What follows belongs to an exercise in optimizing a design on an open flow for small area, a short achievable clock period and few clock cycles; a production flow would make more cautious choices. The RTL was checked by simulation tests, not by an equivalence proof against the original design. Power and IR drop assume default switching activity.

[flow/run.sh]
#!/bin/bash
# synth_recipe.tcl (not shown) runs the flow's synth.tcl, then flattens the netlist and writes it again
# the make line also repeats each setting of config.mk as NAME=value (left out here)
make -C /OpenROAD-flow-scripts/flow DESIGN_CONFIG=/design/flow/config.mk WORK_HOME=/design/flow/orfs CLKGATE_MAP_FILE= SYNTH_SCRIPT=/design/flow/synth_recipe.tcl finish
[flow/config.mk]
export PLATFORM = sky130hd
export DESIGN_NAME = box3x3_star_detect_top
export DESIGN_NICKNAME = box3x3_star_detect_top
export VERILOG_FILES = /design/flow/design.v
export SDC_FILE = /design/flow/constraint.sdc
export NUM_CORES = 4
export LEC_CHECK = 0
export CAP_MARGIN = 20
export CORE_MARGIN = 2
export CORE_UTILIZATION = 40
export SLEW_MARGIN = 20
[flow/constraint.sdc]
create_clock -name core_clock -period 5.5 [get_ports {clock}]
set_input_delay 1.1000 -clock core_clock [delete_from_list [all_inputs] [get_ports {clock}]]
set_output_delay 1.1000 -clock core_clock [all_outputs]
set_load 0.01 [all_outputs]
[flow/design.v]
package b3sd_pkg;
   localparam int MAX_WIDTH = 128;
   localparam int MAX_ROWS  = 1024;
   localparam int MIN_DIM   = 3;
   localparam int PIX_W   = 5;
   localparam int COL_W   = $clog2(MAX_WIDTH);
   localparam int ROW_W   = $clog2(MAX_ROWS);
   localparam int RW_W    = 8;
   localparam int FR_W    = 11;
   localparam int LVL_W   = 5;
   localparam int SUM_W   = 9;
   localparam int THR_W   = 10;
   localparam int CSR_IDX_W  = 2;
   localparam int CSR_DATA_W = 11;
   localparam int NINE = 9;
   localparam logic [CSR_IDX_W-1:0] REG_ROW_WIDTH  = 2'd0;
   localparam logic [CSR_IDX_W-1:0] REG_FRAME_ROWS = 2'd1;
   localparam logic [CSR_IDX_W-1:0] REG_STAR_LEVEL = 2'd2;
   localparam logic [RW_W-1:0]  ROW_WIDTH_RST  = 8'd80;
   localparam logic [FR_W-1:0]  FRAME_ROWS_RST = 11'd20;
   localparam logic [LVL_W-1:0] STAR_LEVEL_RST = 5'd10;
   typedef struct packed {
      logic [PIX_W-1:0] top;
      logic [PIX_W-1:0] mid;
   } line_word_type;
   typedef struct packed {
      logic             en;
      logic [COL_W-1:0] addr;
      line_word_type    data;
   } line_wr_type;
endpackage
module b3sd_line_ram (
   input  logic                                clock,
   input  logic                                wr_en,
   input  logic [b3sd_pkg::COL_W-1:0]          wr_addr,
   input  logic [2*b3sd_pkg::PIX_W-1:0]        wr_data,
   input  logic [b3sd_pkg::COL_W-1:0]          rd_addr,
   output logic [2*b3sd_pkg::PIX_W-1:0]        rd_data
);
   localparam int WORD_W    = 2 * b3sd_pkg::PIX_W;
   localparam int MAX_WIDTH = b3sd_pkg::MAX_WIDTH;
   logic [WORD_W-1:0] mem [0:MAX_WIDTH-1];
   logic [WORD_W-1:0] rd_data_ff;
   always_ff @(posedge clock) begin
      if (wr_en) begin
         mem[wr_addr] <= wr_data;
      end
   end
   always_ff @(posedge clock) begin
      rd_data_ff <= mem[rd_addr];
   end
   assign rd_data = rd_data_ff;
endmodule
module box3x3_star_detect_top (
   input  logic                           clock,
   input  logic                           reset,
   input  logic                           req_valid,
   output logic                           req_ready,
   input  logic [b3sd_pkg::PIX_W-1:0]     req_pixel,
   output logic                           rsp_valid,
   input  logic                           rsp_ready,
   output logic                           rsp_star,
   output logic                           rsp_end_of_row,
   output logic                           rsp_end_of_frame,
   input  logic                           csr_valid,
   output logic                           csr_ready,
   input  logic [b3sd_pkg::CSR_IDX_W-1:0] csr_index,
   input  logic [b3sd_pkg::CSR_DATA_W-1:0] csr_data
);
   localparam int MAX_WIDTH  = b3sd_pkg::MAX_WIDTH;
   localparam int MAX_ROWS   = b3sd_pkg::MAX_ROWS;
   localparam int MIN_DIM    = b3sd_pkg::MIN_DIM;
   localparam int PIX_W      = b3sd_pkg::PIX_W;
   localparam int COL_W      = b3sd_pkg::COL_W;
   localparam int ROW_W      = b3sd_pkg::ROW_W;
   localparam int RW_W       = b3sd_pkg::RW_W;
   localparam int FR_W       = b3sd_pkg::FR_W;
   localparam int LVL_W      = b3sd_pkg::LVL_W;
   localparam int SUM_W      = b3sd_pkg::SUM_W;
   localparam int THR_W      = b3sd_pkg::THR_W;
   localparam int NINE       = b3sd_pkg::NINE;
   logic [RW_W-1:0]  row_width_ff;
   logic [FR_W-1:0]  frame_rows_ff;
   logic [LVL_W-1:0] star_level_ff;
   logic [COL_W-1:0] col_ff, col_in;
   logic [ROW_W-1:0] row_ff, row_in;
   logic [PIX_W-1:0] win_ff [6];
   logic rsp_valid_ff, rsp_valid_in;
   logic star_ff, eor_ff, eof_ff;
   logic [RW_W-1:0]  w_eff;
   logic [FR_W-1:0]  h_eff;
   logic             accept;
   logic             interior;
   logic             last_col;
   logic             last_row;
   logic [SUM_W-1:0] sum;
   logic [THR_W-1:0] thr;
   logic             is_star;
   logic             wr_en;
   logic [COL_W-1:0] wr_addr;
   logic [PIX_W-1:0] wr_top, wr_mid;
   logic [PIX_W-1:0] rd_top, rd_mid;
   logic [COL_W-1:0] rd_addr;
   assign csr_ready = 1'b1;
   always_ff @(posedge clock) begin
      if (reset) begin
         row_width_ff  <= b3sd_pkg::ROW_WIDTH_RST;
         frame_rows_ff <= b3sd_pkg::FRAME_ROWS_RST;
         star_level_ff <= b3sd_pkg::STAR_LEVEL_RST;
      end else if (csr_valid) begin
         case (csr_index)
            b3sd_pkg::REG_ROW_WIDTH:  row_width_ff  <= csr_data[RW_W-1:0];
            b3sd_pkg::REG_FRAME_ROWS: frame_rows_ff <= csr_data[FR_W-1:0];
            b3sd_pkg::REG_STAR_LEVEL: star_level_ff <= csr_data[LVL_W-1:0];
            default: ;
         endcase
      end
   end
   always_comb begin
      if (row_width_ff < RW_W'(MIN_DIM)) begin
         w_eff = RW_W'(MIN_DIM);
      end else if (row_width_ff > RW_W'(MAX_WIDTH)) begin
         w_eff = RW_W'(MAX_WIDTH);
      end else begin
         w_eff = row_width_ff;
      end
      if (frame_rows_ff < FR_W'(MIN_DIM)) begin
         h_eff = FR_W'(MIN_DIM);
      end else if (frame_rows_ff > FR_W'(MAX_ROWS)) begin
         h_eff = FR_W'(MAX_ROWS);
      end else begin
         h_eff = frame_rows_ff;
      end
   end
   assign req_ready = !rsp_valid_ff || rsp_ready;
   assign accept    = req_valid && req_ready;
   assign interior = (row_ff >= ROW_W'(2)) && (col_ff >= COL_W'(2));
   assign last_col = (RW_W'(col_ff) + RW_W'(1)) >= w_eff;
   assign last_row = (FR_W'(row_ff) + FR_W'(1)) >= h_eff;
   assign sum = SUM_W'(win_ff[0]) + SUM_W'(win_ff[1]) + SUM_W'(win_ff[2])
              + SUM_W'(win_ff[3]) + SUM_W'(win_ff[4]) + SUM_W'(win_ff[5])
              + SUM_W'(rd_top) + SUM_W'(rd_mid) + SUM_W'(req_pixel);
   assign thr     = THR_W'(star_level_ff) * THR_W'(NINE) + THR_W'(NINE);
   assign is_star = THR_W'(sum) >= thr;
   always_comb begin
      col_in = col_ff;
      row_in = row_ff;
      if (accept) begin
         if (last_col) begin
            col_in = '0;
            row_in = last_row ? '0 : row_ff + ROW_W'(1);
         end else begin
            col_in = col_ff + COL_W'(1);
         end
      end
   end
   always_ff @(posedge clock) begin
      if (reset) begin
         col_ff <= '0;
         row_ff <= '0;
      end else begin
         col_ff <= col_in;
         row_ff <= row_in;
      end
   end
   always_ff @(posedge clock) begin
      if (reset) begin
         for (int i = 0; i < 6; i++) begin
            win_ff[i] <= '0;
         end
      end else if (accept) begin
         win_ff[0] <= win_ff[3];
         win_ff[1] <= win_ff[4];
         win_ff[2] <= win_ff[5];
         win_ff[3] <= rd_top;
         win_ff[4] <= rd_mid;
         win_ff[5] <= req_pixel;
      end
   end
   assign rd_addr      = reset ? '0 : col_in;
   assign wr_en   = accept;
   assign wr_addr = col_ff;
   assign wr_top  = rd_mid;
   assign wr_mid  = req_pixel;
   b3sd_line_ram u_line_ram (
      .clock   (clock),
      .wr_en   (wr_en),
      .wr_addr (wr_addr),
      .wr_data ({wr_top, wr_mid}),
      .rd_addr (rd_addr),
      .rd_data ({rd_top, rd_mid})
   );
   always_comb begin
      rsp_valid_in = rsp_valid_ff;
      if (accept) begin
         rsp_valid_in = interior;
      end else if (rsp_ready) begin
         rsp_valid_in = 1'b0;
      end
   end
   always_ff @(posedge clock) begin
      if (reset) begin
         rsp_valid_ff <= 1'b0;
      end else begin
         rsp_valid_ff <= rsp_valid_in;
      end
   end
   always_ff @(posedge clock) begin
      if (accept && interior) begin
         star_ff <= is_star;
         eor_ff  <= last_col;
         eof_ff  <= last_col && last_row;
      end
   end
   assign rsp_valid        = rsp_valid_ff;
   assign rsp_star         = star_ff;
   assign rsp_end_of_row   = eor_ff;
   assign rsp_end_of_frame = eof_ff;
endmodule
==> summary.txt <==
area by class of cell:
cell class              instances  share of cell area
clock inverters                72              0.0108
repair buffers                289              0.0390
diodes                          1           0.0000384
well taps                    1890              0.0363
flip-flops and latches       1365               0.617
clock buffers                 185              0.0580
multi-input cells            2494               0.234
inverters                      80             0.00518
through the flow:
step | std cells | instance area (sq um) | setup WS, ps
2_1_floorplan | 4211 | 56900 | 148
3_3_place_gp | 6115 | 60600 | -198
3_5_place_dp | 6116 | 60600 | -123
4_1_cts | 6373 | 65100 | 328
5_1_grt | 6375 | 65200 | 4.40
6_report | 6376 | 65200 | 293
final timing paths:
path / from / to / slack (ps) / cells after the start
setup reg to reg: col_ff[0] / u_line_ram.rd_data_ff[3] / 290 / 17
hold reg to reg: win_ff[0][1] / win_ff[0][1] / 460 / 2
setup / recovery: col_ff[0] / u_line_ram.rd_data_ff[3] / 290 / 17
hold / removal: win_ff[0][1] / win_ff[0][1] / 460 / 2
power by group through the flow:
stage / registers, uW / clock network (uW) / logic [uW]
floorplan: 12000 / 0 / 1420
global placement: 11900 / 0 / 2490
finish: 11700 / 9410 / 2490
global route: 11700 / 9890 / 2740
detailed placement: 11900 / 0 / 2480
CTS: 11700 / 9520 / 2490
state kept, by name, indices dropped and copies added, names as in the netlist:
name	flops
col_ff	7
eof_ff	1
eor_ff	1
frame_rows_ff	11
row_ff	10
row_width_ff	8
rsp_valid_ff	1
star_ff	1
star_level_ff	5
u_line_ram.mem	1280
u_line_ram.rd_data_ff	10
win_ff	30
layer usage:
| layer | vias to the layer above | routed length (um) | track usage | part of all wire |
|---|---|---|---|---|
| li1 | 16300 | - | - | - |
| met1 | 19000 | 72200 | 0.331 | 0.41 |
| met2 | 1899 | 78800 | 0.359 | 0.45 |
| met3 | 336 | 17400 | 0.0512 | 0.099 |
| met4 | 6 | 6500 | 0.0912 | 0.037 |
| met5 | - | 39 | 0 | 0.00022 |
cell usage in the layout, fill, tap and decap left out, drive strengths merged, types with 59 or more instances in the layout:
master,count
nand2,639
nand3,220
a21oi,169
dfxtp,82
buf,268
nor3,126
mux2i,132
o21ai,59
nor2,351
clkbuf,185
edfxtp,1283
clkinv,59
inv,82
kinds of logic (layout without fill, tap and decap cells):
logic type,Yosys count,in the layout
compound gates,750,750
other cells,1,2
buf+inv,352,626
mux,159,159
simple gates,1480,1480
flops,1365,1365
xor+xnor,22,22
fa+ha+maj,82,82
worst max-delay path, stage by stage, from the launching register on:
cell      delay [ps]
dfxtp_1          330
ha_1             240
and3_1           220
nand3_1          150
xnor2_1          210
ha_1             300
and3_1           240
a221o_1          260
nand2_1          310
nand2_4          530
buf_4            310
nor3_1            70
o311ai_0         680
a21oi_1          260
a211oi_1         370
buf_4            180
o22ai_1          200
a31oi_1          220
==> impl_metrics.csv <==
group,metric,value,unit
clocking,numCtsBuffers,142,
min_path,hold_class,"register to register",
logic_synthesis,syn-num-nets,4316,
power,power.switching,5740,uW
critical_path,end_kind,"register",
critical_path,required,6180,ps
clocking,cts_hold_buf,0,
clocking,ctsResizeCount,0,
logic_synthesis,synth_fa_ha_area_frac,0.0225,
drt,avgViaCountPerCell,5.90,
cells_and_area,drive_gt1_frac,0.130,
clocking,clk_pin_slew,60,ps
global_routing,antenna_found_initial,3,
cells_and_area,fin_util,0.461,
logic_synthesis,synth_edf_count,1283,
critical_path,cp_data_arrival_time,5890,ps
drt,wl_per_cell,27.4,um
power,switching_share,0.244,
timing,rsz0062_at_grt,"no",
clocking,htreeDepth,4,
global_routing,grt_pass1_wl,254,mm
logic_synthesis,synthMuxAreaShare,0.0303,
logic_synthesis,synthArstFlopShare,0,
drt,wl,175,mm
logic_synthesis,synth_top_area_cell,"edfxtp_1",
power,peakVddDrop,0.000277,V
floorplanning,die_area,145000,sq um
floorplanning,row_count,138,
floorplanning,fp.dieH,381,um
critical_path,worstSetupPathType,"register to register",
power,leakage,0.0215,uW
cells_and_area,multi_input_area,15300,sq um
logic_synthesis,synthDominantCellAreaShare,0.677,
power,p_per_area,362,nW/um^2
timing,period_needed,5210,ps
global_routing,grt_usage,0.236,
logic_synthesis,netlist_area,56900,sq um
logic_synthesis,synth_xor_area_frac,0.00338,
floorplanning,core,141000,sq um
timing,slew_headroom,0.232,
power,power_frac_seq,0.495,
timing,fin_hold_ws,459,ps
clocking,cts.sinks,1365,
global_routing,grt_max_degree,130,
cells_and_area,final_nets,4477,
logic_synthesis,ys_ff_latch,1365,
logic_synthesis,synth-simple-area-share,0.113,
status,status,"complete, no violations",
logic_synthesis,synth_compound_area_frac,0.0948,
logic_synthesis,yosys_warnings,3,
drt,antenna_left,0,
logic_synthesis,synth.distinct_cells,88,
timing,skew,24.9,ps
logic_synthesis,syn_avg_cell_area,13.5,sq um
power,power.total,23600,uW
clocking,cts_setup_buffers,0,
floorplanning,start_util,0.403,
place,hpwlAfterDp,110,mm
drt,drc,0,
timing,hold_viol_final,0,
drt,drt_iter0_drc,4841,
logic_synthesis,yosysSeqAreaShare,0.705,
job,max_cap_viol_count,0,
floorplanning,io_pins,29,
place,io_buffers,27,
power,clock_power_share,0.399,
floorplanning,die_w,381,um
logic_synthesis,synthTopCellsByCount,"1,283 x edfxtp_1, 639 x nand2_1, 347 x nor2_1",
cells_and_area,final.fill_count,12400,
timing,worst_pin_slew,1150,ps
global_routing,grt_pass1_vias,36100,
clocking,clk-insertion-delay-late,770,ps
logic_synthesis,synth_top_family_by_area,"simple AND/OR/NAND/NOR gates",
clocking,cts_tree,"yes",
cells_and_area,seq_area,40200,sq um
place,gp_congestion,0.918,
cells_and_area,area_growth,14.5,%
clocking,root_buffer,"clkbuf_16",
power,power_frac_comb,0.105,
timing,setup_tns,0,ps
global_routing,overflow,0,
timing,finalSetupViolCount,0,
critical_path,cp_max_fo,26,
logic_synthesis,syn_inst,4211,
clocking,clockBufferDepth,3,
logic_synthesis,synth_flop_cell,"edfxtp_1",
drt,drtPass1Iterations,9,
timing,drv_slew,0,
logic_synthesis,yosys-top-cells-area,"edfxtp_1 68%, nand2_1 4.2%, dfxtp_1 2.9%, mux2i_1 2.3%, nor2_1 2.3%",
drt,num_vias,37600,
timing,fmax,0.192,GHz
timing,fin_crit_sh,0.947,
critical_path,crit_path_start_kind,"register",
logic_synthesis,synth.most_common_cell,"edfxtp_1",
power,intPower,17800,uW
Testbench counts, summed over its fixed seeds: cycles 49,160.

## afterwards: timing with drivers on the ports
Ports are ideal in the flow. The routed layout listed here was re-timed in OpenROAD.
Step 1 (the two cells are an assumption about what drives the block):
set clk [get_ports {clock}]
set_driving_cell -lib_cell sky130_fd_sc_hd__clkbuf_16 $clk
set_driving_cell -lib_cell sky130_fd_sc_hd__buf_2 [delete_from_list [all_inputs] $clk]
Step 2, shift: input delay + t, output delay - t, t = (earliest + latest rising clock arrival at the registers) / 2. This alone moves slack from input paths to output paths.
a / b / c = ideal ports / drivers / drivers and shift; a / b = the first two.
t, ns: 0.839
setup WS [ns]: 0.293 / 0.293 / -0.154
hold slack, ns: 0.459 / 0.459 / 0.459
latest minus earliest clock arrival (ns): 0.029 / 0.029
With both steps, setup timing fails in this run, where it was met with ideal ports. For this run, drivers alone change the setup slack by 0.000 ns; drivers and shift together by -0.447 ns.
